Source: an optimization exercise on an open RTL-to-GDS flow (aim: small area, a short achievable clock period and few clock cycles). Production flows keep margins and buffers that such runs may drop. Where RTL was checked, it was by simulation tests only, not by an equivalence proof against the original. The RTL of run 1 was laid out without a check of its function.

File: flow/config.mk
export PLATFORM = sky130hd
export DESIGN_NAME = integer_to_padded_ascii
export DESIGN_NICKNAME = integer_to_padded_ascii
export VERILOG_FILES = /design/flow/design.v
export SDC_FILE = /design/flow/constraint.sdc
export NUM_CORES = 4
export LEC_CHECK = 0
export ABC_AREA = 1
export CAP_MARGIN = 20
export CORE_MARGIN = 2
export CORE_UTILIZATION = 40
export SETUP_SLACK_MARGIN = 5.0
export SLEW_MARGIN = 20
File: flow/constraint.sdc
create_clock -name core_clock -period 8.0 [get_ports {clk_i}]
set_input_delay 1.6000 -clock core_clock [delete_from_list [all_inputs] [get_ports {clk_i}]]
set_output_delay 1.6000 -clock core_clock [all_outputs]
set_load 0.01 [all_outputs]
File: flow/design.v
`timescale 1ns / 1ps
`default_nettype none
package itap_pkg;
  localparam int VALUE_W     = 64;
  localparam int FUNC_W      = 3;
  localparam int WIDTH_W     = 6;
  localparam int PREC_W      = 7;
  localparam int CH_W        = 8;
  localparam int IN_TDATA_W  = 88;
  localparam int IN_TUSER_W  = 4;
  localparam int OUT_TDATA_W = 8;
  localparam int DEF_MAX_FIELD  = 62;
  localparam int DEF_VALUE_BITS = 64;
  typedef enum logic [FUNC_W-1:0] {
    FN_SDEC = 3'd0,
    FN_UDEC = 3'd1,
    FN_HEXL = 3'd2,
    FN_HEXU = 3'd3,
    FN_PTR  = 3'd4
  } itap_func_e;
  localparam logic [CH_W-1:0] CH_SPACE   = 8'h20;
  localparam logic [CH_W-1:0] CH_PLUS    = 8'h2b;
  localparam logic [CH_W-1:0] CH_MINUS   = 8'h2d;
  localparam logic [CH_W-1:0] CH_ZERO    = 8'h30;
  localparam logic [CH_W-1:0] CH_X       = 8'h78;
  localparam logic [CH_W-1:0] CH_LOWER_A = 8'h61;
  localparam logic [CH_W-1:0] CH_UPPER_A = 8'h41;
endpackage
`default_nettype wire
`timescale 1ns / 1ps
`default_nettype none
module itap_bcd_cell (
  input  logic [3:0] d_i,
  output logic [2:0] q_o,
  output logic       c_o
);
  logic [2:0] c;
  logic       b, co;
  logic [2:0] n;
  assign c = d_i[3:1];
  assign b = d_i[0];
  logic _00_;
  logic _01_;
  logic _02_;
  logic _03_;
  logic _04_;
  logic _05_;
  logic _06_;
  logic _07_;
  assign _07_ = b | ~c[1];
  assign _00_ = ~(c[0] | _07_);
  assign _01_ = ~(c[2] | _00_);
  assign n[2] = c[2] ? b : _00_;
  assign _02_ = ~(c[0] & _07_);
  assign n[1] = ~(_01_ & _02_);
  assign _03_ = b & ~c[1];
  assign _04_ = ~(c[2] | _03_);
  assign n[0] = ~(_07_ & _04_);
  assign _05_ = b | c[0];
  assign _06_ = c[1] & _05_;
  assign co = c[2] | _06_;
  assign q_o = n;
  assign c_o = co;
endmodule
`default_nettype wire
`timescale 1ns / 1ps
`default_nettype none
module itap_bcd_row #(
  parameter int NDIG = 20,
  parameter int W    = (NDIG - 1) * 4 + 1
) (
  input  logic [W-1:0] acc_i,
  input  logic [3:0]   nib_i,
  output logic [W-1:0] acc_o
);
  logic [NDIG*4-1:0] lay [5];
  assign lay[0] = (NDIG*4)'(acc_i);
  for (genvar l = 0; l < 4; l++) begin : g_layer
    logic [NDIG-1:0]   cy;
    logic [NDIG*4-1:0] nx;
    for (genvar j = 0; j < NDIG - 1; j++) begin : g_dig
      itap_bcd_cell u_cell (
        .d_i (lay[l][j*4 +: 4]),
        .q_o (nx[j*4+1 +: 3]),
        .c_o (cy[j])
      );
      if (j == 0) begin : g_lsb
        assign nx[j*4] = nib_i[3-l];
      end else begin : g_mid
        assign nx[j*4] = cy[j-1];
      end
    end
    assign nx[NDIG*4-1:(NDIG-1)*4] = {3'b000, cy[NDIG-2]};
    assign cy[NDIG-1] = 1'b0;
    assign lay[l+1] = nx;
  end
  assign acc_o = lay[4][W-1:0];
endmodule
`default_nettype wire
`timescale 1ns / 1ps
`default_nettype none
import itap_pkg::*;
module integer_to_padded_ascii #(
  parameter int MAX_FIELD  = itap_pkg::DEF_MAX_FIELD,
  parameter int VALUE_BITS = itap_pkg::DEF_VALUE_BITS
) (
  input  logic                             clk_i,
  input  logic                             rst_ni,
  input  logic                             s_axis_tvalid,
  output logic                             s_axis_tready,
  input  logic [itap_pkg::IN_TDATA_W-1:0]  s_axis_tdata,
  input  logic [itap_pkg::IN_TUSER_W-1:0]  s_axis_tuser,
  output logic                             m_axis_tvalid,
  input  logic                             m_axis_tready,
  output logic [itap_pkg::OUT_TDATA_W-1:0] m_axis_tdata,
  output logic                             m_axis_tlast
);
  function automatic logic [2:0] enc_q(input logic [2:0] q);
    case (q)
      3'd0: enc_q = 3'd0;
      3'd1: enc_q = 3'd1;
      3'd2: enc_q = 3'd2;
      3'd3: enc_q = 3'd3;
      3'd4: enc_q = 3'd7;
      default: enc_q = 3'd0;
    endcase
  endfunction
  function automatic logic [2:0] dec_q(input logic [2:0] c);
    case (c)
      3'd0: dec_q = 3'd0;
      3'd1: dec_q = 3'd1;
      3'd2: dec_q = 3'd2;
      3'd3: dec_q = 3'd3;
      3'd7: dec_q = 3'd4;
      default: dec_q = 3'd0;
    endcase
  endfunction
  localparam int NDIG  = 20;
  localparam int ACC_W = (NDIG - 1) * 4 + 1;
  logic [63:0] v;
  logic [2:0]  fn;
  logic        wide_in, isdec_in, ishex_in, sgn_in, neg_in;
  assign v        = s_axis_tdata[63:0];
  assign fn       = s_axis_tuser[2:0];
  assign wide_in  = s_axis_tuser[3] || (fn == 3'd4);
  assign isdec_in = (fn == 3'd0) || (fn == 3'd1);
  assign ishex_in = (fn == 3'd2) || (fn == 3'd3) || (fn == 3'd4);
  assign sgn_in   = wide_in ? v[63] : v[31];
  assign neg_in   = (fn == 3'd0) && sgn_in;
  logic [15:0] nz, nf, fp, fneg;
  always_comb begin
    for (int g = 0; g < 16; g++) begin
      nz[g] = |v[g*4 +: 4];
      nf[g] = ~&v[g*4 +: 4];
    end
    for (int g = 0; g < 16; g++) begin
      fp[g] = nz[g] && ((g < 8) || wide_in);
    end
    fneg[0] = 1'b0;
    for (int g = 1; g < 16; g++) begin
      fneg[g] = ((g < 8) || wide_in) &&
                (nf[g-1] || (((g == 15) || (g == 7 && !wide_in)) && nf[g]));
    end
  end
  logic [3:0] hp_in, hn_in, lz_in;
  always_comb begin
    hp_in = 4'd0;
    hn_in = 4'd0;
    for (int g = 0; g < 16; g++) begin
      if (fp[g])   hp_in = 4'(g);
      if (fneg[g]) hn_in = 4'(g);
    end
    lz_in = 4'd0;
    for (int g = 15; g >= 0; g--) begin
      if (nz[g]) lz_in = 4'(g);
    end
  end
  typedef enum logic [1:0] {Q_IDLE, Q_FETCH, Q_FDONE, Q_UNDEF} q_state_e;
  q_state_e   q_st, q_st_n;
  logic       q_neg, q_hex, q_hex_n, q_first, q_first_n, qs, qs_n;
  logic [3:0] q_hp, q_hn, q_lz, q_g, q_g_n;
  logic       tready_q, tready_n, accept, prep;
  logic       f_valid, f_valid_n, f_first, f_first_n, f_last;
  logic [3:0] f_nib;
  logic [3:0] idx, nib, mag;
  logic       fetch, consume, q_ready, q_ready_n, c_start;
  assign accept = tready_q && s_axis_tvalid;
  assign prep   = (q_st == Q_IDLE) && s_axis_tvalid;
  assign idx    = q_first ? (q_neg ? q_hn : q_hp) : q_g;
  assign nib    = v[idx*4 +: 4];
  assign mag    = q_neg ? (~nib + 4'((idx <= q_lz) ? 1 : 0)) : nib;
  assign fetch  = (q_st == Q_FETCH) && (!f_valid || consume);
  assign q_ready = !qs && ((f_valid && f_first) || ((q_st == Q_FDONE) && q_hex));
  typedef enum logic [1:0] {C_IDLE, C_RUN, C_SIZE, C_DONE} c_state_e;
  c_state_e          c_st, c_st_n;
  logic [ACC_W-1:0]  acc, acc_dd, acc_nx;
  logic              c_isdec;
  logic [4:0]        c_ndm1;
  logic              handoff;
  logic [5:0]        s_wc, s_pc;
  logic              s_pnone, s_zero, s_neg, s_plus, s_upper;
  logic [1:0]        s_pre;
  logic       c_start_q, handoff_q, c_start_n, handoff_n, e_last, e_last_n;
  assign c_start = c_start_q;
  assign consume = (c_start && !q_hex) || (c_st == C_RUN);
  itap_bcd_row #(
    .NDIG (NDIG)
  ) u_row (
    .acc_i (acc),
    .nib_i (f_nib),
    .acc_o (acc_dd)
  );
  logic [3:0] dmod;
  assign dmod = (f_nib >= 4'd10) ? f_nib - 4'd10 : f_nib;
  always_comb begin
    acc_nx = acc_dd;
    if (c_start) begin
      acc_nx = '0;
      if (q_hex) begin
        acc_nx[31:0]  = v[31:0];
        acc_nx[63:32] = wide_in ? v[63:32] : 32'd0;
      end else begin
        acc_nx[3:0] = {enc_q(dmod[3:1]), dmod[0]};
        acc_nx[4]   = (f_nib >= 4'd10);
      end
    end
  end
  logic [4:0] ndm1_nx;
  always_comb begin
    ndm1_nx = 5'd0;
    for (int j = 0; j < NDIG; j++) begin
      if (j < NDIG - 1) begin
        if (acc[j*4 +: 4] != 4'd0) ndm1_nx = 5'(j);
      end else begin
        if (acc[ACC_W-1]) ndm1_nx = 5'(j);
      end
    end
  end
  logic [ACC_W-1:0] e_buf;
  logic             e_busy, e_isdec, e_upper, e_neg, e_plus;
  logic [5:0]       e_pos, e_am1;
  logic [4:0]       e_ndm1;
  logic [1:0]       e_pre;
  logic             o_valid, o_last, k_valid, k_last;
  logic [7:0]       o_ch, k_ch;
  logic             o_free, e_take, emit;
  assign o_free  = !o_valid || m_axis_tready;
  assign emit    = e_busy && !k_valid;
  assign handoff = handoff_q;
  logic [6:0] lm1, mm1, zm1, tm1, am1;
  logic [6:0] wc7, pc7;
  always_comb begin
    wc7 = {1'b0, s_wc};
    pc7 = {1'b0, s_pc};
    lm1 = 7'(c_ndm1) + 7'(s_pre);
    if (c_isdec) begin
      mm1 = wc7;
      if (s_zero && s_pnone) zm1 = wc7;
      else                   zm1 = (pc7 < wc7) ? pc7 : wc7;
    end else begin
      mm1 = (pc7 > wc7) ? pc7 : wc7;
      if (s_pnone) zm1 = s_zero ? 7'd64 : 7'd0;
      else         zm1 = pc7 + 7'(s_pre);
    end
    tm1 = (mm1 > lm1 + 7'd1) ? mm1 - 7'd1 : lm1;
    am1 = (zm1 > lm1 + 7'd1) ? zm1 - 7'd1 : lm1;
  end
  logic       sp, pfx, zr;
  logic [3:0] dval;
  logic [7:0] dch, ch;
  logic [3:0] ebd [NDIG];
  always_comb begin
    for (int j = 0; j < NDIG - 1; j++) ebd[j] = e_buf[j*4 +: 4];
    ebd[NDIG-1] = {3'b000, e_buf[ACC_W-1]};
  end
  assign dval = ebd[e_pos[4:0]];
  assign sp   = e_pos > e_am1;
  assign pfx  = e_pre != 2'd0;
  assign zr   = e_pos > {1'b0, e_ndm1};
  assign dch  = e_isdec ? {4'h3, dec_q(dval[3:1]), dval[0]} :
                (dval < 4'd10) ? {4'h3, dval} : {(e_upper ? 4'h4 : 4'h6), dval - 4'd9};
  always_comb begin
    if (sp)               ch = CH_SPACE;
    else if (pfx) begin
      if (e_isdec)        ch = e_neg ? CH_MINUS : (e_plus ? CH_PLUS : CH_SPACE);
      else                ch = e_pre[1] ? CH_ZERO : CH_X;
    end
    else if (zr)          ch = CH_ZERO;
    else                  ch = dch;
  end
  logic e_busy_n, k_valid_n, tm1_is0;
  always_comb begin
    tm1_is0   = (c_ndm1 == 5'd0) && (s_pre == 2'd0) && (mm1 <= 7'd1);
    e_busy_n  = e_busy;
    if (emit && e_last) e_busy_n = 1'b0;
    if (handoff)        e_busy_n = 1'b1;
    k_valid_n = o_free ? 1'b0 : (emit ? 1'b1 : k_valid);
    e_last_n  = handoff ? tm1_is0 : (emit ? (e_pos == 6'd1) : e_last);
    handoff_n = (c_st_n == C_DONE) && (!e_busy_n || (!k_valid_n && e_last_n));
  end
  always_comb begin
    c_st_n = c_st;
    case (c_st)
      C_RUN:  if (f_last) c_st_n = C_SIZE;
      C_SIZE: c_st_n = C_DONE;
      C_DONE: if (handoff) c_st_n = C_IDLE;
      default: ;
    endcase
    if (c_start) c_st_n = (q_hex || f_last) ? C_SIZE : C_RUN;
  end
  always_comb begin
    q_st_n    = q_st;
    q_g_n     = q_g;
    q_first_n = q_first;
    q_hex_n   = q_hex;
    qs_n      = qs;
    f_valid_n = f_valid;
    f_first_n = f_first;
    if (consume) f_valid_n = 1'b0;
    if (fetch) begin
      f_valid_n = 1'b1;
      f_first_n = q_first;
      q_first_n = 1'b0;
      q_g_n     = idx - 4'd1;
      if (idx == 4'd0) q_st_n = Q_FDONE;
    end
    if (c_start) qs_n = 1'b1;
    if (prep) begin
      q_first_n = 1'b1;
      q_hex_n   = ishex_in;
      if (isdec_in)      q_st_n = Q_FETCH;
      else if (ishex_in) q_st_n = Q_FDONE;
      else               q_st_n = Q_UNDEF;
    end
    if (accept) begin
      q_st_n = Q_IDLE;
      qs_n   = 1'b0;
    end
    q_ready_n = !qs_n && ((f_valid_n && f_first_n) || ((q_st_n == Q_FDONE) && q_hex_n));
    c_start_n = q_ready_n && ((c_st_n == C_IDLE) || handoff_n);
    tready_n  = (q_st_n == Q_UNDEF) ||
                (((q_st_n == Q_FDONE) ||
                  ((q_st_n == Q_FETCH) && !q_first_n && (q_g_n == 4'd0))) &&
                 (qs_n || (q_ready_n && (c_st_n == C_IDLE))));
  end
  always_ff @(posedge clk_i or negedge rst_ni) begin
    if (!rst_ni) begin
      q_st     <= Q_IDLE;
      q_first  <= 1'b0;
      q_hex    <= 1'b0;
      qs       <= 1'b0;
      tready_q <= 1'b0;
      f_valid  <= 1'b0;
      f_first  <= 1'b0;
      c_st     <= C_IDLE;
      e_busy   <= 1'b0;
      e_last   <= 1'b0;
      c_start_q <= 1'b0;
      handoff_q <= 1'b0;
      o_valid  <= 1'b0;
      k_valid  <= 1'b0;
    end else begin
      q_st     <= q_st_n;
      q_first  <= q_first_n;
      q_hex    <= q_hex_n;
      qs       <= qs_n;
      tready_q <= tready_n;
      f_valid  <= f_valid_n;
      f_first  <= f_first_n;
      c_st     <= c_st_n;
      if (o_free) begin
        o_valid <= k_valid || emit;
        k_valid <= 1'b0;
      end else if (emit) begin
        k_valid <= 1'b1;
      end
      e_busy    <= e_busy_n;
      e_last    <= e_last_n;
      c_start_q <= c_start_n;
      handoff_q <= handoff_n;
    end
  end
  always_ff @(posedge clk_i) begin
    if (prep) begin
      q_neg <= neg_in;
      q_hp  <= hp_in;
      q_hn  <= hn_in;
      q_lz  <= lz_in;
    end
    q_g <= q_g_n;
    if (fetch) begin
      f_nib  <= mag;
      f_last <= (idx == 4'd0);
    end
    if (c_start || (c_st == C_RUN)) acc <= acc_nx;
    if (c_start) begin
      c_isdec <= isdec_in;
      s_neg   <= q_neg;
      s_plus  <= s_axis_tdata[64];
      s_zero  <= s_axis_tdata[66];
      s_upper <= (fn == 3'd3);
      s_wc    <= (s_axis_tdata[73:68] == 6'd63) ? 6'd62 : s_axis_tdata[73:68];
      s_pnone <= (s_axis_tdata[80:74] == 7'h7f);
      s_pc    <= s_axis_tdata[80] ? 6'd0 :
                 ((s_axis_tdata[79:74] == 6'd63) ? 6'd62 : s_axis_tdata[79:74]);
      if (isdec_in) s_pre <= {1'b0, q_neg || s_axis_tdata[64] || s_axis_tdata[65]};
      else          s_pre <= (s_axis_tdata[67] || (fn == 3'd4)) ? 2'd2 : 2'd0;
    end
    if (c_st == C_SIZE) c_ndm1 <= ndm1_nx;
    if (emit && pfx && !sp) e_pre <= e_pre - 2'd1;
    if (emit) e_pos <= e_pos - 6'd1;
    if (handoff) begin
      e_buf   <= acc;
      e_pos   <= tm1[5:0];
      e_am1   <= am1[5:0];
      e_ndm1  <= c_ndm1;
      e_pre   <= s_pre;
      e_isdec <= c_isdec;
      e_upper <= s_upper;
      e_neg   <= s_neg;
      e_plus  <= s_plus;
    end
    if (o_free) begin
      o_ch   <= k_valid ? k_ch : ch;
      o_last <= k_valid ? k_last : e_last;
    end
    if (emit) begin
      k_ch   <= ch;
      k_last <= e_last;
    end
  end
  assign s_axis_tready = tready_q;
  assign m_axis_tvalid = o_valid;
  assign m_axis_tdata  = o_ch;
  assign m_axis_tlast  = o_last;
endmodule
`default_nettype wire
File: flow/run.sh
#!/bin/bash
# synth_recipe.tcl (not shown) runs the flow's synth.tcl, then flattens the netlist and writes it again
# the make line also repeats each setting of config.mk as NAME=value (left out here)
make -C /OpenROAD-flow-scripts/flow DESIGN_CONFIG=/design/flow/config.mk WORK_HOME=/design/flow/orfs CLKGATE_MAP_FILE= SYNTH_SCRIPT=/design/flow/synth_recipe.tcl finish
==> flow_summary.yaml, run 1 <==
cts:
  clk_pin_slew_worst_paths_ns: 0.06
  clkLatencyLatePin_ns: 0.58
  htree_levels: 1
  numCtsBuffers: 31
  clock_path_buffers: 3
  cts_tree: "done"
  numClockSinks: 256
  root_buffer: "clkbuf_16"
yosys:
  synth_compound_area_share_pct: 13.82
  synth-main-ff-cell: "edfxtp_1"
  async_reset_ff_share_pct: 6.250
  synth_edf_count: 236
  synth.top_cells.by_count: "nand2_1, inv_1, nor2_1"
  synthSimpleGateAreaFrac_pct: 29.87
  synth.area.top_cells: "edfxtp_1, nand2_1, inv_1, o21ai_0, nor2_1"
  synth-adder-area-share_pct: 3.927
  syn_area_per_cell_um2: 7.183
  ys_seq_area_share_pct: 42.26
  synthesis.area_mm2: 0.01791
  synthMuxAreaShare_pct: 0
  yosys_register_bits: 256
  synth_cell_types: 62
  synth_xor_area_share_pct: 0.5869
  yosysMostFrequentCell: "nand2_1"
  synth_cells: 2493
  yosysTopAreaCell: "edfxtp_1"
  synth_top_family_by_area: "simple AND/OR/NAND/NOR gates"
  yosysTopAreaCellShare_pct: 39.57
  synth.yosys.warnings: 5
route:
  vias: 17097
  top_layer_used: "met4"
  drt-pass1-iter-count: 6
  routed-wl-met3_um: 3488
  drt_iter0_markers: 1404
  ant_nets: 0
  drt_wl_total_um: 53110
  met2_length_um: 24950
  remaining_drc_errors: 0
  met1Wirelength_um: 23050
  viasPerCell: 5.182
  wl_per_cell_um: 16.10
worst_setup_path:
  max_stage_delay_ns: 0.60
  path_class: "register to register"
  cp_max_fo: 6
  start_kind: "register"
  slowest_stage: "fa_2"
  cp.required_ns: 8.30
  endpoint_kind: "register"
  worstPathCellList: "ha_2 > fa_2 > ha_4 > nand3_4 > xor2_2 > ha_1 > and3_4 > nand2_4 > a32oi_4 > inv_4 > a21oi_4 > a22oi_1"
  cp.arrival_ns: 3.57
floorplan:
  core_region_area_mm2: 0.04422
  ios: 107
  start_util_pct: 40.50
  die_x_um: 215.6
  die_area_mm2: 0.04648
  die_height_um: 215.6
  placementRows: 77
timing:
  drv_slew: 0
  tightest_slew_ns: 0.9404
  slew_headroom_pct: 37.30
  rsz0062_at_grt: "true"
  fmax_mhz: 305.5
  fin_skew_ns: 0.01603
  setup_violations: 0
  hold_viol_final: 0
  period_share_pct: 40.91
  min_period_ns: 3.273
  fin_tns_setup_ns: 0
min_path:
  hold_class: "register to register"
layout:
  final_layout_size_suffix_gt1_share_pct: 11.71
  fin_nets: 2833
  diodes: 0
  post-route-util_pct: 49.93
  syn_to_final_growth_pct: 23.30
global_routing:
  grt_first_pass_wirelength_um: 82140
  grt_usage_pct: 22.05
  grt_max_degree: 67
  grt_overflow: 0
  grt_pass1_vias: 16018
  antenna_found_initial: 0
job:
  cap_violations: 0
status:
  status: "complete, no violations"
place:
  place.port_buffers: 98
  gp_congestion: 0.9360
  hpwl_um: 40480
[metal layers]
| metal | vias to the layer above | global-route usage [%] |
|---|---|---|
| met5 | - | 0 |
| met4 | 0 | 6.460 |
| met3 | 98 | 2.565 |
| met2 | 519 | 38.00 |
| met1 | 7898 | 29.11 |
| li1 | 8582 | - |
[cell families after synthesis]
kind of cell,after synthesis
xor+xnor,12
buf+inv,445
simple gates,1277
other cells,2
flops,256
fa+ha+maj,55
compound gates,446
[placed cells by master, fill, tap and decap left out, types with 11 or more instances in the layout]
cell type and n:
nor2_1 277, clkdlybuf4s50_1 42, clkbuf_16 31, o21ai_0 194, nand2_1 714, nor4_4 11
nor3_1 33, nand4_1 27, inv_2 28, ha_1 40, buf_6 11, o21ai_1 22
inv_1 368, buf_4 86, nor2_2 15, nand2_4 11, dfrtp_1 14, nand3_1 118
dlymetal6s2s_1 39, dlygate4sd2_1 16, nand2_2 13, a21oi_1 124, edfxtp_1 236, o211ai_1 23
[critical path: cells and delay by family, from the launching register on]
family	cells	cell delay, ns
buf+inv	1	0.11
flops	1	0.47
fa+ha+maj	4	1.32
simple gates	3	0.36
xor+xnor	1	0.15
compound gates	3	0.59
[through the flow]
stage	setup slack [ns]	hold slack, ns	std cells	cell area, um2
floorplan	5.000	0.4003	2493	17990
global placement	4.028	0.4024	3154	19620
detailed placement	3.993	0.4152	3154	19620
CTS	4.736	0.4303	3241	21140
global route	4.646	0.4458	3299	22080
finish	4.727	0.4269	3299	22080
[layout make-up]
type	count	area (um2)
repair buffers	197	1863
clock buffers	39	805.8
well taps	592	740.7
multi-input cells	1792	9400
clock inverters	19	163.9
inverters	404	1535
flip-flops and latches	256	7572
fillers	4160	22140
[worst paths after layout]
path | to | from | slack (ns) | cells after the start
setup reg to reg | e_pos[5] | s_pre[0] | 4.73 | 12
hold / removal | e_neg | s_neg | 0.43 | 0
max in group asynchronous | handoff_q | rst_ni | 5.82 | 1
setup / recovery | e_pos[5] | s_pre[0] | 4.73 | 12
hold reg to reg | e_neg | s_neg | 0.43 | 0
min in group asynchronous | c_st[0] | rst_ni | 1.53 | 1
[flip-flops by register name, summed over array words and instances (netlist names), 4 cells and up]
register,count
e_am1,6
o_ch,7
s_wc,6
q_g,4
e_pos,6
e_buf,77
acc,77
s_pc,6
e_ndm1,5
k_ch,7
q_hp,4
q_lz,4
f_nib,4
c_ndm1,5
q_hn,4
[timing repair]
item / in CTS / in global routing
hold buffers: 0 / 0
buffers inserted: 29 / 58
gates resized for setup: 95 / 150
setup endpoints to repair: 47 / 52
pin swaps: 35 / 55
==> run 2, diff against run 1 <==
--- a/flow/design.v
+++ b/flow/design.v
@@ -249,4 +249,4 @@
   assign handoff = handoff_q;
-  logic [6:0] lm1, mm1, zm1, tm1, am1;
-  logic [6:0] wc7, pc7;
+  logic [5:0] lm1_nx, mm1_nx, zm1_nx, c_lm1, c_mm1, c_zm1, tm1, am1;
+  logic [6:0] wc7, pc7, mm, zm;
   always_comb begin
@@ -254,14 +254,16 @@
     pc7 = {1'b0, s_pc};
-    lm1 = 7'(c_ndm1) + 7'(s_pre);
+    lm1_nx = 6'(ndm1_nx) + 6'(s_pre);
     if (c_isdec) begin
-      mm1 = wc7;
-      if (s_zero && s_pnone) zm1 = wc7;
-      else                   zm1 = (pc7 < wc7) ? pc7 : wc7;
+      mm = wc7;
+      if (s_zero && s_pnone) zm = wc7;
+      else                   zm = (pc7 < wc7) ? pc7 : wc7;
     end else begin
-      mm1 = (pc7 > wc7) ? pc7 : wc7;
-      if (s_pnone) zm1 = s_zero ? 7'd64 : 7'd0;
-      else         zm1 = pc7 + 7'(s_pre);
-    end
-    tm1 = (mm1 > lm1 + 7'd1) ? mm1 - 7'd1 : lm1;
-    am1 = (zm1 > lm1 + 7'd1) ? zm1 - 7'd1 : lm1;
+      mm = (pc7 > wc7) ? pc7 : wc7;
+      if (s_pnone) zm = s_zero ? 7'd64 : 7'd0;
+      else         zm = pc7 + 7'(s_pre);
+    end
+    mm1_nx = (mm == 7'd0) ? 6'd0 : 6'(mm - 7'd1);
+    zm1_nx = (zm == 7'd0) ? 6'd0 : 6'(zm - 7'd1);
+    tm1 = (c_mm1 > c_lm1) ? c_mm1 : c_lm1;
+    am1 = (c_zm1 > c_lm1) ? c_zm1 : c_lm1;
   end
@@ -292,3 +294,3 @@
   always_comb begin
-    tm1_is0   = (c_ndm1 == 5'd0) && (s_pre == 2'd0) && (mm1 <= 7'd1);
+    tm1_is0   = (c_lm1 == 6'd0) && (c_mm1 == 6'd0);
     e_busy_n  = e_busy;
@@ -408,3 +410,8 @@
     end
-    if (c_st == C_SIZE) c_ndm1 <= ndm1_nx;
+    if (c_st == C_SIZE) begin
+      c_ndm1 <= ndm1_nx;
+      c_lm1  <= lm1_nx;
+      c_mm1  <= mm1_nx;
+      c_zm1  <= zm1_nx;
+    end
     if (emit && pfx && !sp) e_pre <= e_pre - 2'd1;
@@ -413,4 +420,4 @@
       e_buf   <= acc;
-      e_pos   <= tm1[5:0];
-      e_am1   <= am1[5:0];
+      e_pos   <= tm1;
+      e_am1   <= am1;
       e_ndm1  <= c_ndm1;
--- a/flow/config.mk
+++ b/flow/config.mk
@@ -11,3 +11,3 @@
 export CORE_UTILIZATION = 40
-export SETUP_SLACK_MARGIN = 5.0
+export SETUP_SLACK_MARGIN = 5
 export SLEW_MARGIN = 20
==> run 2 against run 1 <==
Still clean on timing, DRC and antenna. Fmax grew 10%. Register-to-register slack gained 0.35 ns. Global-route usage shrank 0.13 points. Sequential share of layout area grew 2.6 points. Die area grew 1.6%. Cell area shrank 0.35%. Clock-buffer cell count shrank 3. Critical endpoint is now f_nib[1].
==> flow_summary.yaml, run 2 <==
timing:
  hold_viol_final: 0
  period_share_pct: 37.03
  tightest_slew_ns: 0.7612
  fin_tns_setup_ns: 0
  fin_skew_ns: 0.01156
  drv_slew: 0
  setup_violations: 0
  min_period_ns: 2.963
  rsz0062_at_grt: "true"
  slew_headroom_pct: 49.25
  fmax_mhz: 337.5
layout:
  regArea_mm2: 0.008117
  fill_cells: 4326
  final_common_cell: "nand2_1"
  diodes: 0
  mostFrequentLayoutCells: "nand2_1, inv_1, nor2_1, edfxtp_1, o21ai_0"
  syn_to_final_growth_pct: 20.87
  final_layout_size_suffix_gt1_share_pct: 8.996
  multi_input_area_mm2: 0.008828
  top_regs: "acc x77, e_buf x77"
  fin_nets: 2816
  final_cell_area_mm2: 0.02200
worst_setup_path:
  cp.required_ns: 8.30
  cp.arrival_ns: 3.27
  worstPathCellList: "dlygate4sd2_1 > inv_1 > a31oi_1 > o221ai_1 > nand3_1 > nand2_1 > ha_2 > ha_1 > nand2_1 > o21ai_1"
  path_common_cell: "nand2_1"
  max_stage_delay_ns: 0.32
  slowest_stage: "dlygate4sd2_1"
  endpoint_kind: "register"
  path_class: "input pin to register"
  cp_max_fo: 3
  start_kind: "input pin"
yosys:
  yosysTopAreaCellShare_pct: 41.90
  synth_cell_types: 53
  synthesis.area_mm2: 0.01820
  synth.top_cells.by_count: "nand2_1, inv_1, nor2_1"
  async_reset_ff_share_pct: 5.839
  ys_seq_area_share_pct: 44.54
  yosysMostFrequentCell: "nand2_1"
  synth-main-ff-cell: "edfxtp_1"
  yosys_register_bits: 274
  syn_area_per_cell_um2: 7.284
  synth.yosys.warnings: 5
  yosysTopAreaCell: "edfxtp_1"
  synth_cells: 2499
  synth.area.top_cells: "edfxtp_1, nand2_1, inv_1, o21ai_0, nor2_1"
  synth_edf_count: 254
place:
  placed_area_mm2: 0.01987
  place.port_buffers: 98
  gp_congestion: 0.8996
  hpwl_um: 40840
global_routing:
  grt_overflow: 0
  grt_first_pass_wirelength_um: 81820
  grt_pass1_vias: 16135
  grt_usage_pct: 21.92
  antenna_found_initial: 2
  grt_max_degree: 70
route:
  drt_wl_total_um: 53420
  wl_per_cell_um: 16.24
  drt-pass1-iter-count: 6
  ant_nets: 0
  drt_iter0_markers: 1403
  viasPerCell: 5.196
  remaining_drc_errors: 0
  vias: 17095
min_path:
  hold_class: "register to register"
cts:
  clk_pin_slew_worst_paths_ns: 0.06
  numCtsBuffers: 30
  numClockSinks: 274
  root_buffer: "clkbuf_16"
  cts_tree: "done"
  clock_path_buffers: 3
  clkLatencyLatePin_ns: 0.57
  htree_levels: 1
job:
  cap_violations: 0
floorplan:
  die_area_mm2: 0.04723
  die_x_um: 217.3
  ios: 107
  die_height_um: 217.3
  start_util_pct: 40.29
  placementRows: 78
  core_region_area_mm2: 0.04519
status:
  status: "complete, no violations"
==> run 2: logic make-up after synthesis <==
family / share of synthesized area (%)
adder cells (fa/ha/maj): 3.725
buffers and inverters: 9.815
other: 0.02060
AO/OA/AOI/OAI: 13.80
AND/OR/NAND/NOR: 27.81
XOR/XNOR: 0.2887
flip-flops: 44.54
==> run 2: metrics by stage <==
| stage | instances | utilization (%) | hold WS (ns) | setup slack, ns |
|---|---|---|---|---|
| after floorplan | 2500 | - | 0.4003 | 5.019 |
| after global placement | 3168 | 43.97 | 0.4019 | 3.690 |
| after detailed placement | 3168 | 43.97 | 0.4045 | 3.572 |
| after CTS | 3245 | 46.98 | 0.4191 | 4.957 |
| after global routing | 3290 | 48.70 | 0.4192 | 4.969 |
| final | 3290 | 48.70 | 0.4189 | 5.037 |
==> run 2: worst max-delay path: cells and delay by family <==
family	cells	cell delay (ns)
fa+ha+maj	2	0.45
simple gates	3	0.33
compound gates	3	0.45
buf+inv	2	0.44
==> run 2: layout make-up <==
type	count	share of cell area (%)
clock inverter	19	0.9382
timing repair buffer	174	7.460
timing repair inverter	1	0.03412
multi-input combinational	1756	40.12
tap	600	3.412
sequential	274	36.89
clock buffer	36	3.702
inverter	430	7.443
==> run 2: final timing paths <==
check	slack, ns	from	to	cells past startpoint
setup reg to reg	5.08	q_neg	f_nib[1]	14
max in group asynchronous	6.02	rst_ni	handoff_q	1
min in group asynchronous	1.45	rst_ni	tready_q	1
hold / removal	0.42	c_ndm1[0]	e_ndm1[0]	0
setup / recovery	5.04	s_axis_tdata[36]	f_nib[1]	10
hold reg to reg	0.42	c_ndm1[0]	e_ndm1[0]	0
==> run 2: per-layer routing <==
layer  vias up  wire length [um]  global-route usage, %
met1      7921             23500                  29.15
met5         -                 0                      0
met3        98              3393                  3.284
met2       503             24920                  36.39
met4         0              1607                  7.717
li1       8573                 -                      -
==> run 2: timing repair <==
item | in CTS | in global routing
hold buffers | 0 | 0
gates resized for setup | 73 | 124
endpoints found under the setup margin | 134 | 109
pin swaps | 8 | 24
setup buffers | 22 | 44
cloned | 0 | 1
Testbench counts of run 2, summed over its fixed seeds: cycles 13,131.
==> run 3, diff against run 2 <==
==> flow/flow/run.sh (new file) <==
#!/bin/bash
# The standard layout (the standard.sh, unchanged synthesis) with two
# changes to how the layout is optimised: the port buffers are plain
# buf_2 cells instead of the delay-cell default, and timing repair aims for a
# larger setup margin. Each make run logs to a file of its own here.
set -euo pipefail
export BUFFER_PORTS_ARGS="-buffer_cell sky130_fd_sc_hd__buf_2"
export SETUP_SLACK_MARGIN="${FLOW_SETUP_MARGIN:-5.3}"
bash standard.sh synth > make_synth.log 2>&1
bash standard.sh finish > make_finish.log 2>&1
==> flow/standard.sh (new file) <==
#!/bin/bash
# synth_recipe.tcl (not shown) runs the flow's synth.tcl, then flattens the netlist and writes it again
# the make line also repeats each setting of config.mk as NAME=value (left out here)
make -C /OpenROAD-flow-scripts/flow DESIGN_CONFIG=/design/flow/config.mk WORK_HOME=/design/flow/orfs CLKGATE_MAP_FILE= SYNTH_SCRIPT=/design/flow/synth_recipe.tcl "${@:-finish}"
--- a/flow/config.mk
+++ b/flow/config.mk
@@ -11,3 +11,2 @@
 export CORE_UTILIZATION = 40
-export SETUP_SLACK_MARGIN = 5
 export SLEW_MARGIN = 20
removed: flow/run.sh
==> run 3 against run 2 <==
Still clean on timing, DRC and antenna. Hold slack gained 0.00096 ns. Clock skew grew 0.010 ns. Sequential share of layout area shrank 0.85 points. Fmax grew 5.1%. Cell area grew 2.4%. Via count grew 2.7%. Utilization grew 1.1 points. First-iteration DRC count grew 12%. Clock-buffer cell count is the same. Synthesized cell count is the same. Die area is the same. Global-route usage grew 0.53 points. Critical path type is now register to register. Highest routed layer unchanged.
==> flow_summary.yaml, run 3 <==
cts:
  numClockSinks: 274
  clk_pin_slew_worst_paths_ns: 0.07
  clock_path_buffers: 3
  cts_tree: "done"
  htree_levels: 1
  root_buffer: "clkbuf_16"
  clkLatencyLatePin_ns: 0.58
  numCtsBuffers: 31
route:
  drt-pass1-iter-count: 5
  drt_wl_total_um: 55130
  viasPerCell: 5.241
  ant_nets: 0
  routed-wl-met3_um: 3580
  met1Wirelength_um: 24100
  remaining_drc_errors: 0
  wl_per_cell_um: 16.45
  met2_length_um: 25900
  top_layer_used: "met4"
  vias: 17564
  drt_iter0_markers: 1570
yosys:
  yosysTopAreaCellShare_pct: 41.90
  synth_compound_area_share_pct: 13.80
  synth_cell_types: 53
  synthSimpleGateAreaFrac_pct: 27.81
  syn_area_per_cell_um2: 7.284
  synth_edf_count: 254
  synth.top_cells.by_count: "nand2_1, inv_1, nor2_1"
  synth-adder-area-share_pct: 3.725
  ys_seq_area_share_pct: 44.54
  synth-main-ff-cell: "edfxtp_1"
  synth.area.top_cells: "edfxtp_1, nand2_1, inv_1, o21ai_0, nor2_1"
  synth_top_family_by_area: "simple AND/OR/NAND/NOR gates"
  synthesis.area_mm2: 0.01820
  synth.yosys.warnings: 5
  synth_cells: 2499
  yosys_register_bits: 274
  yosysTopAreaCell: "edfxtp_1"
  synth_xor_area_share_pct: 0.2887
  yosysMostFrequentCell: "nand2_1"
  synthMuxAreaShare_pct: 0
  async_reset_ff_share_pct: 5.839
global_routing:
  grt_usage_pct: 22.45
  antenna_found_initial: 2
  grt_max_degree: 78
  grt_first_pass_wirelength_um: 83930
  grt_pass1_vias: 16381
  grt_overflow: 0
timing:
  period_share_pct: 35.23
  tightest_slew_ns: 0.9382
  fmax_mhz: 354.8
  fin_skew_ns: 0.02186
  drv_slew: 0
  rsz0062_at_grt: "true"
  slew_headroom_pct: 37.45
  fin_tns_setup_ns: 0
  hold_viol_final: 0
  min_period_ns: 2.819
  setup_violations: 0
worst_setup_path:
  worstPathCellList: "nor2_2 > nand2_1 > nand2_1 > nand2_1 > nand2_1 > nand2_1 > nand2_1 > nand2_1 > nand2_1 > nand2_1 > nand2_1 > nand2_2 > nand2_2 > nand2_2 > nand2_1 > nand2_1 > nand2_1 > nand2_1 > nand2_1 > nand2_2 > ha_4 > fa_2 > xnor2_1 > inv_1"
  path_common_cell: "nand2_1"
  max_stage_delay_ns: 0.43
  crit_family: "simple AND/OR/NAND/NOR gates"
  cp.required_ns: 8.33
  path_class: "register to register"
  worst-path-buf-inv: 1
  slowest_stage: "edfxtp_1"
  cp_max_fo: 2
  endpoint_kind: "register"
  cp.arrival_ns: 3.15
  start_kind: "register"
layout:
  top_regs: "acc x77, e_buf x77"
  final_common_cell: "nand2_1"
  mostFrequentLayoutCells: "nand2_1, inv_1, nor2_1, edfxtp_1, o21ai_0"
  final_layout_size_suffix_gt1_share_pct: 18.29
  fin_nets: 2878
  fill_cells: 4263
  syn_to_final_growth_pct: 23.72
floorplan:
  ios: 107
  core_region_area_mm2: 0.04519
  placementRows: 78
  die_area_mm2: 0.04723
  die_x_um: 217.3
  die_height_um: 217.3
  start_util_pct: 40.29
place:
  place.port_buffers: 98
  gp_congestion: 0.9192
  hpwl_um: 40790
job:
  cap_violations: 0
status:
  status: "complete, no violations"
min_path:
  hold_class: "register to register"
## run 3: cell counts after synthesis
No cell type changed its count.
## run 3: routing by layer
layer	track usage, %	vias to the layer above
li1	-	8713
met3	3.494	96
met4	6.918	0
met2	37.38	532
met5	0	-
met1	30.06	8223
## run 3: area by class of cell
type | instances | area (um2) | area share, %
multi-input combinational | 1757 | 9241 | 41.03
timing repair buffer | 234 | 1658 | 7.361
tap | 600 | 750.7 | 3.333
antenna | 1 | 2.502 | 0.01111
clock buffer | 36 | 794.5 | 3.528
clock inverter | 18 | 254.0 | 1.128
timing repair inverter | 1 | 7.507 | 0.03333
inverter | 430 | 1697 | 7.533
sequential | 274 | 8117 | 36.04
## run 3: final timing paths
path,startpoint,end,slack [ns],depth (start not counted)
max,acc[5],c_lm1[2],5.18,24
min,s_neg,e_neg,0.42,0
max reg2reg,acc[5],c_lm1[2],5.18,24
min reg2reg,s_neg,e_neg,0.42,0
max in group asynchronous,rst_ni,handoff_q,6.76,1
min in group asynchronous,rst_ni,tready_q,0.93,1
## run 3: cell families (layout without fill, tap and decap cells)
kind of cell,after synthesis,after routing
fa+ha+maj,53,53
flops,274,274
xor+xnor,6,6
simple gates,1233,1233
buf+inv,470,719
compound gates,462,463
other cells,1,3
## run 3: through the flow
step / hold slack, ns / util [%] / setup WS, ns / cell area, um2 / instances
finish: 0.4198 / 49.84 / 5.181 / 22520 / 3351
global placement: 0.4039 / 43.38 / 4.501 / 19600 / 3167
CTS: 0.4212 / 47.44 / 5.183 / 21440 / 3283
detailed placement: 0.4066 / 43.39 / 4.489 / 19610 / 3167
floorplan: 0.4003 / - / 5.158 / 18470 / 2500
global route: 0.4363 / 49.84 / 4.984 / 22520 / 3350
## run 3: repair_timing
item,CTS,global route
setup buffers,61,64
hold buffers,0,0
pin swaps,26,61
resized for setup,99,171
cloned,1,3
setup endpoints to repair,141,105
==> run 4, diff against run 3 <==
--- a/flow/flow/run.sh
+++ b/flow/flow/run.sh
@@ -7,3 +7,3 @@
 export BUFFER_PORTS_ARGS="-buffer_cell sky130_fd_sc_hd__buf_2"
-export SETUP_SLACK_MARGIN="${FLOW_SETUP_MARGIN:-5.3}"
+export SETUP_SLACK_MARGIN="${FLOW_SETUP_MARGIN:-4.7}"
 bash standard.sh synth > make_synth.log 2>&1
==> run 4 against run 3 <==
Still clean on timing, DRC and antenna. Fmax fell by 10%. Synthesized area is the same. Cell count down 3.5%. Sequential share of layout area is 3.4 points higher. Register-to-register slack worse by 0.33 ns. Largest cell class unchanged.
==> flow_summary.yaml, run 4 <==
status:
  status: "complete, no violations"
yosys:
  synth_edf_count: 254
  yosys_register_bits: 274
  syn_area_per_cell_um2: 7.284
  yosysTopAreaCell: "edfxtp_1"
  synthesis.area_mm2: 0.01820
  synth-main-ff-cell: "edfxtp_1"
  synth_cell_types: 53
  async_reset_ff_share_pct: 5.839
  yosysTopAreaCellShare_pct: 41.90
  yosysMostFrequentCell: "nand2_1"
  ys_seq_area_share_pct: 44.54
  synth.top_cells.by_count: "nand2_1, inv_1, nor2_1"
  synth_cells: 2499
  synth.yosys.warnings: 5
  synth.area.top_cells: "edfxtp_1, nand2_1, inv_1, o21ai_0, nor2_1"
global_routing:
  grt_pass1_vias: 15787
  grt_overflow: 0
  grtUsageMet1_pct: 28.73
  antenna_found_initial: 1
  grt_busiest_layer: "met2"
  grt_first_pass_wirelength_um: 80830
  grt_usage_pct: 21.52
  grtUsageMet3_pct: 2.502
  grt_use_met2_pct: 36.13
  grt_max_degree: 78
route:
  ant_nets: 0
  viasPerCell: 5.175
  drt_iter0_markers: 1221
  drt_wl_total_um: 51610
  wl_per_cell_um: 15.96
  vias: 16735
  remaining_drc_errors: 0
  drt-pass1-iter-count: 6
worst_setup_path:
  start_kind: "register"
  cp.arrival_ns: 3.46
  cp_max_fo: 19
  worstRegToRegCells: 16
  reg2reg_slack_ns: 4.85
  cp.required_ns: 8.31
  endpoint_kind: "register"
  r2r_start: "q_neg"
  path_class: "register to register"
  r2r-end: "f_nib[1]"
layout:
  top_regs: "acc x77, e_buf x77"
  mostFrequentLayoutCells: "nand2_1, inv_1, nor2_1, edfxtp_1, o21ai_0"
  fin_nets: 2758
  final_common_cell: "nand2_1"
  final_layout_size_suffix_gt1_share_pct: 8.014
  post-route-util_pct: 45.55
  syn_to_final_growth_pct: 13.07
timing:
  fmax_mhz: 317.5
  hold_viol_final: 0
  min_period_ns: 3.149
  drv_slew: 0
  slew_headroom_pct: 26.33
  fin_tns_setup_ns: 0
  setup_violations: 0
  rsz0062_at_grt: "true"
  period_share_pct: 39.36
  fin_skew_ns: 0.01071
  tightest_slew_ns: 1.105
cts:
  root_buffer: "clkbuf_16"
  numCtsBuffers: 30
  clk_pin_slew_worst_paths_ns: 0.06
  clkLatencyLatePin_ns: 0.57
  htree_levels: 1
  clock_path_buffers: 3
  numClockSinks: 274
  cts_tree: "done"
floorplan:
  start_util_pct: 40.29
  die_height_um: 217.3
  ios: 107
  die_area_mm2: 0.04723
  placementRows: 78
  core_region_area_mm2: 0.04519
  die_x_um: 217.3
min_path:
  whs_path_depth: 0
  hold_class: "register to register"
  hp-start: "s_neg"
  whs_endpoint: "e_neg"
job:
  cap_violations: 0
place:
  gp_congestion: 0.9276
  hpwl_um: 40340
  place.port_buffers: 98
-- run 4: cell type report --
class,count,area (um2)
Antenna cell,1,2.502
Clock buffer,36,804.5
Timing Repair Buffer,116,633.1
Fill cell,4434,24600
Clock inverter,20,257.7
Sequential cell,274,8113
Tap cell,600,750.7
Inverter,430,1625
Timing Repair inverter,1,7.507
Multi-Input combinational cell,1756,8388
-- run 4: how the worst max path moves through the flow --
stage,end,slack [ns],from
2_1_floorplan,q_hn[0],4.91,s_axis_tuser[2]
3_3_place_gp,acc[39],3.38,s_axis_tuser[1]
3_5_place_dp,acc[35],3.31,s_axis_tuser[2]
4_1_cts,f_nib[1],4.73,q_neg
5_1_grt,o_ch[2],4.59,e_pos[0]
6_report,f_nib[1],4.85,q_neg
-- run 4: stage by stage --
stage,hold WS (ns),setup slack (ns),instance area (um2),std cells
after floorplan,0.4003,4.912,18210,2500
after global placement,0.4037,3.375,19370,3169
after detailed placement,0.4045,3.312,19370,3169
after CTS,0.4185,4.726,20460,3226
after global routing,0.4282,4.590,20580,3233
final,0.4178,4.851,20580,3234
-- run 4: timing repair --
| action | 4_1_cts | 5_1_grt |
|---|---|---|
| buffers inserted | 1 | 6 |
| gates cloned | 0 | 1 |
| resized for setup | 4 | 24 |
| setup endpoints to repair | 36 | 23 |
| hold buffers | 0 | 0 |
| pin swaps | 0 | 1 |
-- run 4: layer usage --
layer  vias to the layer above  wire, um
li1                       8454         -
met1                      7721     23210
met2                       464     23840
met3                        96      2864
met4                         0      1698
met5                         -         0
-- run 4: cells by family (layout without fill, tap and decap cells) --
group,Yosys count,in the layout,synth area share (%)
and+or+nand+nor,1233,1233,27.81
DFF,274,274,44.54
xor gates and xnor gates,6,6,0.2887
adders and majority gates,53,53,3.725
other,1,3,0.02060
AOI/OAI and AO/OA,462,462,13.80
buffers and inverters,470,603,9.815
-- run 4: critical path, cell delays in order, from the launching register on --
cell      delay, ns
edfxtp_1       0.46
buf_4          0.23
nand2_1        0.07
nand2_1        0.12
a21oi_2        0.23
buf_6          0.22
inv_2          0.18
ha_1           0.35
inv_1          0.04
nor2_1         0.09
o211ai_1       0.10
nand2_1        0.07
nand2_1        0.08
ha_1           0.23
ha_1           0.27
nand2_1        0.06
o21ai_0        0.07
==> run 5, diff against run 4 <==
--- a/flow/flow/run.sh
+++ b/flow/flow/run.sh
@@ -7,3 +7,3 @@
 export BUFFER_PORTS_ARGS="-buffer_cell sky130_fd_sc_hd__buf_2"
-export SETUP_SLACK_MARGIN="${FLOW_SETUP_MARGIN:-4.7}"
+export SETUP_SLACK_MARGIN="${FLOW_SETUP_MARGIN:-5.0}"
 bash standard.sh synth > make_synth.log 2>&1
--- a/flow/config.mk
+++ b/flow/config.mk
@@ -10,3 +10,4 @@
 export CORE_MARGIN = 2
-export CORE_UTILIZATION = 40
+export CORE_UTILIZATION = 60
+export PLACE_DENSITY = 0.7
 export SLEW_MARGIN = 20
==> run 5 against run 4 <==
Still clean. Synthesized cell count did not move. Sequential share of layout area fell by 0.45 points. Synthesized area did not move. Worst setup slack improved by 0.22 ns. Non-clock buffer count rose by 44. Critical endpoint is now c_lm1[4].
==> flow_summary.yaml, run 5 <==
status:
  status: "complete, no violations"
route:
  drt_wl_total_um: 50880
  vias: 17374
  wl_per_cell_um: 16.60
  viasPerCell: 5.667
  remaining_drc_errors: 0
  drt-pass1-iter-count: 6
  ant_nets: 0
  drt_iter0_markers: 1690
yosys:
  synth.yosys.warnings: 5
  synth_edf_count: 254
  synthesis.area_mm2: 0.01820
  synth-main-ff-cell: "edfxtp_1"
  synth_cell_types: 53
  synth_cells: 2499
  synth.area.top_cells: "edfxtp_1, nand2_1, inv_1, o21ai_0, nor2_1"
  async_reset_ff_share_pct: 5.839
  yosysTopAreaCellShare_pct: 41.90
  syn_area_per_cell_um2: 7.284
  ys_seq_area_share_pct: 44.54
  yosys_register_bits: 274
  synth.top_cells.by_count: "nand2_1, inv_1, nor2_1"
  yosysTopAreaCell: "edfxtp_1"
  yosysMostFrequentCell: "nand2_1"
min_path:
  hp-start: "c_ndm1[0]"
  whs_endpoint: "e_ndm1[0]"
  whs_path_depth: 0
  hold_class: "register to register"
floorplan:
  core_region_area_mm2: 0.02980
  ios: 107
  placementRows: 63
  start_util_pct: 61.09
  die_height_um: 178.2
  die_x_um: 178.2
  die_area_mm2: 0.03175
worst_setup_path:
  cp_max_fo: 5
  start_kind: "register"
  worstRegToRegCells: 24
  crit_family: "simple AND/OR/NAND/NOR gates"
  cp.arrival_ns: 3.22
  path_common_cell: "nand2_1"
  worstPathCellList: "nor2_2 > nand2_1 > nand2_1 > nand2_1 > nand2_1 > nand2_1 > nand2_1 > nand2_1 > nand2_1 > nand2_1 > nand2_1 > nand2_2 > nand2_2 > nand2_2 > nand2_2 > nand2_2 > nand2_1 > nand2_1 > nand2_1 > nand2_2 > ha_4 > fa_2 > nand2_2 > o21bai_1"
  worst-path-buf-inv: 0
  cp.required_ns: 8.28
  r2r-end: "c_lm1[4]"
  path_class: "register to register"
  cp.depth: 24
  endpoint_kind: "register"
  slowest_stage: "edfxtp_1"
  reg2reg_slack_ns: 5.07
  r2r_start: "acc[4]"
  max_stage_delay_ns: 0.46
place:
  dp_slack_ns: 4.109
  hpwl_um: 38050
  placed_area_mm2: 0.01909
  dp.cells: 2955
  place.port_buffers: 98
  gp_congestion: 0.9586
cts:
  ctsHoldBuffers: 0
  numCtsBuffers: 29
  numClockSinks: 274
  cts_tree: "done"
  root_buffer: "clkbuf_16"
  clk_pin_slew_worst_paths_ns: 0.07
  clkLatencyLatePin_ns: 0.57
  clock_path_buffers: 3
  htree_levels: 1
job:
  cap_violations: 0
global_routing:
  antenna_found_initial: 1
  grt_usage_pct: 31.43
  grt_overflow: 0
  grt_pass1_vias: 15548
  grt_max_degree: 78
  grt_first_pass_wirelength_um: 78470
layout:
  instances_no_fill: 3066
  syn_to_final_growth_pct: 14.43
  top_regs: "acc x77, e_buf x77"
  mostFrequentLayoutCells: "nand2_1, inv_1, nor2_1, edfxtp_1, o21ai_0"
  diodes: 0
  final_cell_area_mm2: 0.02083
  final_layout_size_suffix_gt1_share_pct: 11.10
  fin_nets: 2803
  final_common_cell: "nand2_1"
timing:
  hold_viol_final: 0
  fin_ws_ns: 5.068
  drv_slew: 0
  fin_tns_setup_ns: 0
  min_period_ns: 2.932
  slew_headroom_pct: 27.75
  setup_violations: 0
  fin_skew_ns: 0.01439
  period_share_pct: 36.65
  tightest_slew_ns: 1.084
  fmax_mhz: 341.1
  rsz0062_at_grt: "true"
run 5: changes by cell type in the layout (fill, tap and decap cells not counted), sizes merged:
cell / previous run / this run
clkinvlp: 7 / 10
nand3: 120 / 121
clkbuf: 36 / 43
buf: 116 / 158
diode: 1 / 0
inv: 424 / 425
clkinv: 14 / 7
bufinv: 6 / 2
run 5: worst max-delay path by stage:
stage,startpoint,slack [ns],to
after floorplan,s_axis_tvalid,5.02,tready_q
after global placement,s_axis_tuser[1],4.22,acc[55]
after detailed placement,s_axis_tuser[1],4.11,acc[39]
after CTS,q_first,4.95,f_nib[1]
after global routing,acc[4],4.91,c_lm1[2]
final,acc[4],5.07,c_lm1[4]
run 5: final cells by class:
| type | count | area, um2 |
|---|---|---|
| Timing Repair Buffer | 160 | 1017 |
| Multi-Input combinational cell | 1757 | 8603 |
| Tap cell | 390 | 488.0 |
| Timing Repair inverter | 2 | 10.01 |
| Clock buffer | 41 | 822.0 |
| Fill cell | 2468 | 8965 |
| Sequential cell | 274 | 8117 |
| Clock inverter | 12 | 136.4 |
| Inverter | 430 | 1638 |
run 5: cells by family (layout without fill, tap and decap cells):
group	after synthesis	in the layout	share of synthesized area, %
DFF	274	274	44.54
other	1	2	0.02060
adders and majority gates	53	53	3.725
and+or+nand+nor	1233	1234	27.81
AOI/OAI and AO/OA	462	462	13.80
xor gates and xnor gates	6	6	0.2887
buffers and inverters	470	645	9.815
run 5: metrics by stage:
stage / hold slack [ns] / utilization (%)
6_report: 0.4189 / 69.91
5_1_grt: 0.4338 / 69.91
4_1_cts: 0.4176 / 67.57
3_5_place_dp: 0.4045 / 64.08
3_3_place_gp: 0.4034 / 64.08
2_1_floorplan: 0.4003 / -
run 5: per-layer routing:
layer	global-route usage (%)	vias to the layer above	part of all wire [%]
met5	0	-	0.024
met4	7.080	2	2.6
met3	3.218	99	8.0
met2	51.63	754	45
met1	45.28	7971	44
li1	-	8548	-
run 5: timing repair:
item,in CTS,in global routing
resized for setup,11,82
buffers inserted,5,47
pin swaps,0,11
endpoints found under the setup margin,31,124
cloned,1,5
==> run 6, diff against run 5 <==
--- a/flow/config.mk
+++ b/flow/config.mk
@@ -10,4 +10,3 @@
 export CORE_MARGIN = 2
-export CORE_UTILIZATION = 60
-export PLACE_DENSITY = 0.7
+export CORE_UTILIZATION = 40
 export SLEW_MARGIN = 20
==> run 6 against run 5 <==
Register-to-register slack about the same. Synthesized area is the same. Die area increased by 49%. Flip-flop and latch count unchanged. Clock skew up 0.0048 ns. Utilization fell by 23 points. Critical path depth is 10 lower. Clock-buffer cell count shrank 4. Via count decreased by 2.0%.
==> flow_summary.yaml, run 6 <==
status:
  status: "complete, no violations"
route:
  drt-pass1-iter-count: 6
  vias: 17020
  drt_iter0_markers: 1416
  ant_nets: 0
  wl_per_cell_um: 16.06
  drt_wl_total_um: 52870
  viasPerCell: 5.170
  remaining_drc_errors: 0
yosys:
  yosysMostFrequentCell: "nand2_1"
  synth.top_cells.by_count: "nand2_1, inv_1, nor2_1"
  synth.area.top_cells: "edfxtp_1, nand2_1, inv_1, o21ai_0, nor2_1"
  synth_cells: 2499
  yosysTopAreaCellShare_pct: 41.90
  yosys_register_bits: 274
  yosysTopAreaCell: "edfxtp_1"
  synth_cell_types: 53
  synth_edf_count: 254
  async_reset_ff_share_pct: 5.839
  synth-main-ff-cell: "edfxtp_1"
  synth.yosys.warnings: 5
  ys_seq_area_share_pct: 44.54
  syn_area_per_cell_um2: 7.284
  synthesis.area_mm2: 0.01820
global_routing:
  grt_overflow: 0
  grt_usage_pct: 21.69
  antenna_found_initial: 1
  grt_first_pass_wirelength_um: 81440
  grt_max_degree: 55
  grt_pass1_vias: 15796
worst_setup_path:
  path_class: "register to register"
  crit_family: "buffers and inverters"
  endpoint_kind: "register"
  worstPathCellList: "buf_4 > nand2_1 > nand2_1 > a21oi_1 > buf_4 > clkinvlp_4 > a31oi_1 > o221ai_1 > nand3_1 > nand2_1 > ha_1 > ha_1 > nand2_1 > o21ai_0"
  slowest_stage: "edfxtp_1"
  path_common_cell: "nand2_1"
  start_kind: "register"
  cp.required_ns: 8.31
  worst-path-buf-inv: 3
  cp.depth: 14
  cp_max_fo: 12
  max_stage_delay_ns: 0.46
  worstRegToRegCells: 14
  cp.arrival_ns: 3.25
layout:
  final_layout_size_suffix_gt1_share_pct: 11.81
  mostFrequentLayoutCells: "nand2_1, inv_1, nor2_1, edfxtp_1, o21ai_0"
  instances_no_fill: 3292
  top_regs: "acc x77, e_buf x77"
  diodes: 0
  final_common_cell: "nand2_1"
  fin_nets: 2818
  syn_to_final_growth_pct: 16.46
floorplan:
  start_util_pct: 40.29
  placementRows: 78
  die_area_mm2: 0.04723
  ios: 107
  die_height_um: 217.3
  core_region_area_mm2: 0.04519
  die_x_um: 217.3
min_path:
  whs_path_depth: 0
  hold_class: "register to register"
timing:
  fin_tns_setup_ns: 0
  slew_headroom_pct: 45.92
  rsz0062_at_grt: "true"
  min_period_ns: 2.938
  period_share_pct: 36.72
  setup_violations: 0
  fmax_mhz: 340.4
  hold_viol_final: 0
  fin_skew_ns: 0.01917
  tightest_slew_ns: 0.8113
  drv_slew: 0
cts:
  root_buffer: "clkbuf_16"
  numClockSinks: 274
  cts_tree: "done"
  htree_levels: 1
  numCtsBuffers: 31
  clkLatencyLatePin_ns: 0.57
  clock_path_buffers: 3
  clk_pin_slew_worst_paths_ns: 0.06
place:
  place.port_buffers: 98
  hpwl_um: 40150
  dp.cells: 3168
  gp_congestion: 0.9070
job:
  cap_violations: 0
-- run 6: cell counts after synthesis --
No cell type changed its count.
-- run 6: worst reg2reg max path, delay by kind of cell (launching register included) --
kind / cells / cell delay, ns
DFF: 1 / 0.46
buffers and inverters: 3 / 0.67
AOI/OAI and AO/OA: 4 / 0.53
adders and majority gates: 2 / 0.50
and+or+nand+nor: 5 / 0.52
-- run 6: metal layers --
metal / vias up / track usage [%] / part of all wire, %
li1: 8573 / - / -
met1: 7827 / 29.27 / 45
met2: 522 / 36.14 / 46
met3: 98 / 2.655 / 5.7
met4: 0 / 7.215 / 3.3
met5: - / 0 / 0
-- run 6: area by class of cell --
cell class	count	area (um2)
clock buffer	37	849.6
clock inverter	19	118.9
fill	4411	23990
inverter	430	1638
multi-input combinational	1757	8617
sequential	274	8117
tap	600	750.7
timing repair buffer	172	1090
timing repair inverter	3	20.02
-- run 6: cell families (layout without fill, tap and decap cells) --
kind of cell / count (synthesis) / after routing / synth area share, %
and+or+nand+nor: 1233 / 1234 / 27.81
other: 1 / 2 / 0.02060
AOI/OAI and AO/OA: 462 / 462 / 13.80
adders and majority gates: 53 / 53 / 3.725
xor gates and xnor gates: 6 / 6 / 0.2887
buffers and inverters: 470 / 661 / 9.815
DFF: 274 / 274 / 44.54
-- run 6: worst paths after layout --
| kind | start | to | slack (ns) |
|---|---|---|---|
| min | c_ndm1[4] | e_ndm1[4] | 0.42 |
| min in group asynchronous | rst_ni | handoff_q | 0.95 |
| max in group asynchronous | rst_ni | c_start_q | 6.73 |
| max | q_neg | f_nib[1] | 5.06 |
| min reg2reg | c_ndm1[4] | e_ndm1[4] | 0.42 |
| max reg2reg | q_neg | f_nib[1] | 5.06 |
-- run 6: metrics by stage --
stage / utilization [%] / setup WS (ns) / hold slack [ns] / area (um2)
floorplan: - / 5.019 / 0.4003 / 18220
global placement: 42.88 / 4.007 / 0.4029 / 19380
detailed placement: 42.88 / 3.930 / 0.4089 / 19380
CTS: 45.35 / 4.996 / 0.4213 / 20490
global route: 46.92 / 4.966 / 0.4265 / 21200
finish: 46.92 / 5.062 / 0.4205 / 21200
-- run 6: timing repair --
action / CTS / global route
cloned: 3 / 3
setup endpoints to repair: 92 / 103
pin swaps: 1 / 14
endpoints found under the hold margin: 0 / 0
gates resized for setup: 24 / 76
hold buffers: 0 / 0
setup buffers: 7 / 55

## port drivers added, routing unchanged
Ports are ideal in the flow. The routed layouts listed here were re-timed in OpenROAD.
Step 1: set_driving_cell puts a clkbuf_16 on clk_i and a buf_2 on each other input, an assumption about the parent block.
Step 2 times the ports against the registers' clock, not the clock port: input delays grow and output delays shrink by t, the midpoint of the rising clock arrivals with the driver on.
Three values: no drivers, after step 1, after step 2; two values: the first two.
run | shift t [ns] | setup WS [ns] | worst setup path at the end | cell pins on the clock port's net
run 1 | 0.629 | 4.727 / 4.727 / 4.488 | input to register | 1
run 2 | 0.623 | 5.037 / 5.067 / 4.451 | input to register | 1
run 3 | 0.622 | 5.181 / 5.181 / 4.694 | input to register | 1
run 4 | 0.617 | 4.851 / 4.851 / 4.292 | input to register | 1
run 5 | 0.619 | 5.068 / 5.068 / 4.488 | input to register | 1
run 6 | 0.623 | 5.062 / 5.062 / 4.514 | input to register | 1
After both steps setup and hold are still met in every run listed. For run 2, which loses most, drivers alone change the setup slack by +0.030 ns; drivers and shift together by -0.586 ns.
